Background: an optimization exercise with open tools, aiming at small area. Do not read the settings as production practice.
Only simulation tests tie the RTL to the original design; equivalence was not proved.
Power figures rest on the tool's default switching activity, not on a simulated workload.

==> flow/design.v <==
`timescale 1ns/10ps
`timescale 1ns/10ps
`timescale 1ns/10ps
`timescale 1ns/10ps
`timescale 1ns/10ps
`timescale 1ns/10ps
module CoreTop
(
	input logic clk,
	input logic reset,
	input logic instrValid,
	input logic [31:0] instr,
	input logic [31:0] pc,
	output logic ready,
	output logic resultValid,
	output logic wbEnable,
	output logic [4:0] wbReg,
	output logic [31:0] wbData,
	output logic redirectValid,
	output logic [31:0] redirectTarget
);
	logic clearing;
	logic [4:0] clearIdx;
	always_ff @(posedge clk)
	begin
		if (reset)
		begin
			clearing <= 1'b1;
			clearIdx <= '0;
		end
		else if (clearing)
		begin
			clearIdx <= clearIdx + 5'd1;
			if (clearIdx == 5'd31)
				clearing <= 1'b0;
		end
	end
	assign ready = !clearing;
	logic clearNext;
	assign clearNext = reset || (clearing && clearIdx != 5'd31);
	logic s1Valid;
	logic [31:0] s1Instr;
	logic [31:0] s1Pc;
	always_ff @(posedge clk)
	begin
		if (reset)
			s1Valid <= 1'b0;
		else
			s1Valid <= instrValid && !clearing;
	end
	always_ff @(posedge clk)
	begin
		s1Instr <= instr;
		s1Pc <= pc;
	end
	logic [5:0] op;
	logic [4:0] rs, rt, rd, shamt;
	logic [5:0] funct;
	logic [15:0] imm;
	assign op = s1Instr[31:26];
	assign rs = s1Instr[25:21];
	assign rt = s1Instr[20:16];
	assign rd = s1Instr[15:11];
	assign shamt = s1Instr[10:6];
	assign funct = s1Instr[5:0];
	assign imm = s1Instr[15:0];
	logic isR, isAddi, isAndi, isOri, isLui, isLw, isLbu, isSw, isSb;
	logic isBeq, isBne, isJ, isJal;
	assign isR = (op == 6'h03);
	assign isAddi = (op == 6'h09);
	assign isAndi = (op == 6'h0c);
	assign isOri = (op == 6'h0e);
	assign isLui = (op == 6'h0f);
	assign isLw = (op == 6'h12);
	assign isLbu = (op == 6'h22);
	assign isSw = (op == 6'h2b);
	assign isSb = (op == 6'h28);
	assign isBeq = (op == 6'h05);
	assign isBne = (op == 6'h04);
	assign isJ = (op == 6'h02);
	assign isJal = (op == 6'h07);
	logic regWrite, isLoad, isStore;
	logic [4:0] dest;
	assign regWrite = isR || isAddi || isAndi || isOri || isLui || isLw || isLbu || isJal;
	assign isLoad = isLw || isLbu;
	assign isStore = isSw || isSb;
	assign dest = isR ? rd : (isJal ? 5'd31 : rt);
	logic [31:0] regs [1:31];
	logic s2Valid;
	logic s2RegWrite;
	logic s2Load;
	logic s2Byte;
	logic s2Store;
	logic s2Taken;
	logic [4:0] s2Dest;
	logic [31:0] s2A;
	logic [31:0] s2B;
	logic [15:0] s2MemLo;
	logic [3:0] s2MemHi;
	logic [31:1] selA, selB;
	logic fwdSelA, fwdSelB;
	logic [31:1] selANext, selBNext;
	logic fwdANext, fwdBNext;
	logic s1Fwdable;
	assign s1Fwdable = s1Valid && regWrite && !isLoad;
	assign fwdANext = s1Fwdable && (dest == instr[25:21]) && (instr[25:21] != 5'd0);
	assign fwdBNext = s1Fwdable && (dest == instr[20:16]) && (instr[20:16] != 5'd0);
	always_comb
	begin
		for (int r = 1; r < 32; r++)
		begin
			selANext[r] = (instr[25:21] == r[4:0]) && !fwdANext;
			selBNext[r] = (instr[20:16] == r[4:0]) && !fwdBNext;
		end
	end
	always_ff @(posedge clk)
	begin
		selA <= selANext;
		selB <= selBNext;
		fwdSelA <= fwdANext;
		fwdSelB <= fwdBNext;
	end
	logic [31:0] rsVal, rtVal;
	always_comb
	begin
		rsVal = s2A & {32{fwdSelA}};
		rtVal = s2A & {32{fwdSelB}};
		for (int r = 1; r < 32; r++)
		begin
			rsVal = rsVal | (regs[r] & {32{selA[r]}});
			rtVal = rtVal | (regs[r] & {32{selB[r]}});
		end
	end
	logic [31:0] opB;
	logic subtract;
	logic [31:0] sum;
	logic lessThan;
	logic [31:0] shifted;
	logic [31:0] aluOut;
	logic [31:0] linkOrTarget;
	logic taken;
	logic [31:0] bOut;
	assign opB = isR ? rtVal : {16'b0, imm};
	assign subtract = isR && (funct == 6'h22 || funct == 6'h2a);
	assign sum = rsVal + (subtract ? ~opB : opB) + {31'b0, subtract};
	assign lessThan = (rsVal[31] != rtVal[31]) ? rsVal[31] : sum[31];
	assign shifted = rtVal << shamt;
	assign linkOrTarget = s1Pc + (isJal ? 32'd0 : {{16{imm[15]}}, imm}) + 32'd1;
	always_comb
	begin
		aluOut = '0;
		if (isR)
		begin
			case (funct)
				6'h20, 6'h22: aluOut = sum;
				6'h24: aluOut = rsVal & rtVal;
				6'h25: aluOut = rsVal | rtVal;
				6'h2a: aluOut = {31'b0, lessThan};
				6'h00: aluOut = shifted;
				default: aluOut = '0;
			endcase
		end
		else if (isAndi)
			aluOut = rsVal & {16'b0, imm};
		else if (isOri)
			aluOut = rsVal | {16'b0, imm};
		else if (isLui)
			aluOut = {imm, 16'b0};
		else if (isJal)
			aluOut = linkOrTarget;
		else
			aluOut = sum;
	end
	assign taken = isJ || isJal || (isBeq && rsVal == rtVal) || (isBne && rsVal != rtVal);
	always_comb
	begin
		if (isJ || isJal)
			bOut = {6'b0, s1Instr[25:0]};
		else if (isBeq || isBne)
			bOut = linkOrTarget;
		else if (isSb)
			bOut = {4{rtVal[7:0]}};
		else
			bOut = rtVal;
	end
	always_ff @(posedge clk)
	begin
		if (reset)
			s2Valid <= 1'b0;
		else
			s2Valid <= s1Valid;
	end
	always_ff @(posedge clk)
	begin
		s2RegWrite <= regWrite;
		s2Load <= isLoad && !clearNext;
		s2Byte <= (isSb || isLbu) && !clearNext;
		s2Store <= isStore;
		s2Taken <= taken;
		s2Dest <= dest;
		s2A <= clearNext ? 32'b0 : aluOut;
		s2B <= clearNext ? 32'b0 : bOut;
		s2MemLo <= 16'b1 << sum[5:2];
		s2MemHi <= 4'b1 << sum[7:6];
	end
	logic [31:0] mem [64];
	logic [1:0] lane;
	logic [31:0] memWord;
	logic [7:0] loadByte;
	logic [31:0] wbValue;
	logic [31:0] storeWord;
	logic memWrite;
	assign lane = s2A[1:0];
	always_comb
	begin
		memWord = '0;
		for (int j = 0; j < 4; j++)
		begin
			logic [31:0] group;
			group = '0;
			for (int i = 0; i < 16; i++)
				group = group | (mem[16*j+i] & {32{s2MemLo[i]}});
			memWord = memWord | (group & {32{s2MemHi[j]}});
		end
	end
	always_comb
	begin
		case (lane)
			2'd0: loadByte = memWord[7:0];
			2'd1: loadByte = memWord[15:8];
			2'd2: loadByte = memWord[23:16];
			default: loadByte = memWord[31:24];
		endcase
	end
	always_comb
	begin
		if (!s2Load)
			wbValue = s2A;
		else if (s2Byte)
			wbValue = {24'b0, loadByte};
		else
			wbValue = memWord;
	end
	always_comb
	begin
		for (int l = 0; l < 4; l++)
		begin
			if (!s2Byte || lane == l[1:0])
				storeWord[8*l +: 8] = s2B[8*l +: 8];
			else
				storeWord[8*l +: 8] = memWord[8*l +: 8];
		end
	end
	assign memWrite = s2Valid && s2Store;
	for (genvar w = 0; w < 64; w++)
	begin : g_mem
		always_ff @(posedge clk)
		begin
			if ((clearing && clearIdx == w / 2) || (memWrite && s2MemHi[w/16] && s2MemLo[w%16]))
				mem[w] <= storeWord;
		end
	end
	logic rfWrite;
	logic [4:0] rfAddr;
	logic [31:0] rfData;
	assign rfWrite = clearing || (s2Valid && s2RegWrite);
	assign rfAddr = clearing ? clearIdx : s2Dest;
	assign rfData = wbValue;
	for (genvar r = 1; r < 32; r++)
	begin : g_regs
		always_ff @(posedge clk)
		begin
			if (rfWrite && rfAddr == r)
				regs[r] <= rfData;
		end
	end
	always_ff @(posedge clk)
	begin
		if (reset)
		begin
			resultValid <= 1'b0;
			wbEnable <= 1'b0;
			redirectValid <= 1'b0;
		end
		else
		begin
			resultValid <= s2Valid;
			wbEnable <= s2Valid && s2RegWrite;
			redirectValid <= s2Valid && s2Taken;
		end
	end
	always_ff @(posedge clk)
	begin
		wbReg <= s2Dest;
		wbData <= wbValue;
		redirectTarget <= s2B;
	end
endmodule
clock: 6.5 ns
lec_check: 0
cap_margin: 15
core_margin: 2
core_utilization: 35
gpl_timing_driven: 0
place_density: 0.45
setup_slack_margin: 0.3
slew_margin: 15
standard.sh (not shown) runs the stock make flow with config.mk's settings and CLKGATE_MAP_FILE= SYNTH_SCRIPT=/design/flow/synth_recipe.tcl, a recipe that flattens the netlist after the stock synthesis.
==> flow/flow/run.sh <==
#!/bin/bash
# The standard layout (standard.sh) with area-oriented choices:
#  - yosys/abc buffers are removed at floorplan and rebuilt by the resizer
#  - ports are buffered with buf_1
#  - placement-stage repair_design may use buffers up to buf_4 only
#  - a lean clock tree: clkbuf_16 leaf clusters of up to 25 sinks, no
#    dummy loads
# make's output goes to standard.log; each ORFS step logs under orfs/logs.
set -euo pipefail
HERE=$(cd "$(dirname "${BASH_SOURCE[0]}")" && pwd)
CTS="-sink_clustering_enable -repair_clock_nets -dont_use_dummy_load"
CTS="$CTS -buf_list sky130_fd_sc_hd__clkbuf_16"
CTS="$CTS -sink_clustering_size 25 -sink_clustering_max_diameter 100"
bash standard.sh \
	"CTS_ARGS=$CTS" \
	"REMOVE_ABC_BUFFERS=1" \
	"BUFFER_PORTS_ARGS=-buffer_cell sky130_fd_sc_hd__buf_1" \
	"PRE_RESIZE_TCL=$HERE/pre_resize.tcl" \
	finish > standard.log 2>&1
==> flow/flow/pre_resize.tcl <==
# Sourced before repair_design (PRE_RESIZE_TCL): keep buffers above buf_4
# out of the placement-stage buffering, which otherwise drives the wide
# enable, select and data nets with buf_6..buf_16 cells.
set_dont_use [get_lib_cells {sky130_fd_sc_hd__buf_6 sky130_fd_sc_hd__buf_8 sky130_fd_sc_hd__buf_12 sky130_fd_sc_hd__buf_16 sky130_fd_sc_hd__bufbuf_8 sky130_fd_sc_hd__bufbuf_16}]
==> next run, changes <==
--- a/flow/flow/run.sh
+++ b/flow/flow/run.sh
@@ -3,5 +3,7 @@
 #  - yosys/abc buffers are removed at floorplan and rebuilt by the resizer
 #  - ports are buffered with buf_1
-#  - placement-stage repair_design may use buffers up to buf_4 only
+#  - placement-stage repair_design may use buffers up to buf_6 only
+#  - after global routing, gates off the critical paths are downsized
+#    (RECOVER_POWER)
 #  - a lean clock tree: clkbuf_16 leaf clusters of up to 25 sinks, no
 #    dummy loads
@@ -15,4 +17,5 @@
 	"CTS_ARGS=$CTS" \
 	"REMOVE_ABC_BUFFERS=1" \
+	"RECOVER_POWER=100" \
 	"BUFFER_PORTS_ARGS=-buffer_cell sky130_fd_sc_hd__buf_1" \
 	"PRE_RESIZE_TCL=$HERE/pre_resize.tcl" \
==> flow/flow/pre_resize.tcl (replaced) <==
# Sourced before repair_design (PRE_RESIZE_TCL): keep the large buffers out
# of the placement-stage buffering, which otherwise drives the wide
# enable, select and data nets with buf_12/buf_16 cells.
set_dont_use [get_lib_cells {sky130_fd_sc_hd__buf_8 sky130_fd_sc_hd__buf_12 sky130_fd_sc_hd__buf_16 sky130_fd_sc_hd__bufbuf_8 sky130_fd_sc_hd__bufbuf_16}]
- CAP_MARGIN: 15 -> 5
- SLEW_MARGIN: 15 -> 5
Result: The new run finished but failed the layout checks on capacitance limit, slew limit, setup timing; sequential share of layout area grows by 0.51 points; utilization shrinks by 0.30 points; power shrinks by 0.71%; global-route usage barely changes; non-clock buffer count grows by 21; routed wire length barely changes.
==> next run, changes <==
--- a/flow/flow/run.sh
+++ b/flow/flow/run.sh
@@ -3,7 +3,5 @@
 #  - yosys/abc buffers are removed at floorplan and rebuilt by the resizer
 #  - ports are buffered with buf_1
-#  - placement-stage repair_design may use buffers up to buf_6 only
-#  - after global routing, gates off the critical paths are downsized
-#    (RECOVER_POWER)
+#  - placement-stage repair_design may use buffers up to buf_4 only
 #  - a lean clock tree: clkbuf_16 leaf clusters of up to 25 sinks, no
 #    dummy loads
@@ -17,5 +15,4 @@
 	"CTS_ARGS=$CTS" \
 	"REMOVE_ABC_BUFFERS=1" \
-	"RECOVER_POWER=100" \
 	"BUFFER_PORTS_ARGS=-buffer_cell sky130_fd_sc_hd__buf_1" \
 	"PRE_RESIZE_TCL=$HERE/pre_resize.tcl" \
==> flow/flow/pre_resize.tcl (replaced) <==
# Sourced before repair_design (PRE_RESIZE_TCL): keep buffers above buf_4
# out of the placement-stage buffering, which otherwise drives the wide
# enable, select and data nets with buf_6..buf_16 cells.
set_dont_use [get_lib_cells {sky130_fd_sc_hd__buf_6 sky130_fd_sc_hd__buf_8 sky130_fd_sc_hd__buf_12 sky130_fd_sc_hd__buf_16 sky130_fd_sc_hd__bufbuf_8 sky130_fd_sc_hd__bufbuf_16}]
- CAP_MARGIN: 5 -> 15
- PLACE_DENSITY: 0.45 -> 0.6
- SLEW_MARGIN: 5 -> 15
Now the flow passed the timing, DRC and antenna checks.
Wire length went down by 8.6%.
Final area went up by 0.55%.
Via count went up by 0.35%.
Total power went down by 1.1%.
Final cell count went down by 0.38%.
Utilization went up by 0.21 points.
Clock skew went up by 0.032 ns.
Setup slack is better by 0.40 ns.
Combinational power went down by 3.8%.
Area after synthesis is unchanged.
Die area is unchanged.

==> port drivers added, routing unchanged <==
The results above use ideal ports. As a check the final layouts listed here were re-extracted and re-timed, cells and wires unchanged. Step 1, drivers: a clkbuf_16 drives clk and a buf_2 each remaining input, both assumed. Step 2 adds t to the input delays and takes it off the output delays; t is the mean of the earliest and latest rising clock arrival at the registers after step 1. Input paths then give back, and output paths get back, about the clock's delay inside the block. a / b / c = ideal ports / drivers / drivers and shift; a / b = the first two.
run	t (ns)	slack for setup (ns)	cell pins on the clock port's net
the first run	1.016	0.281 / 0.281 / 0.281	1
the second run	1.010	-0.035 / -0.035 / -0.035	1
the third run	0.982	0.361 / 0.361 / 0.361	1
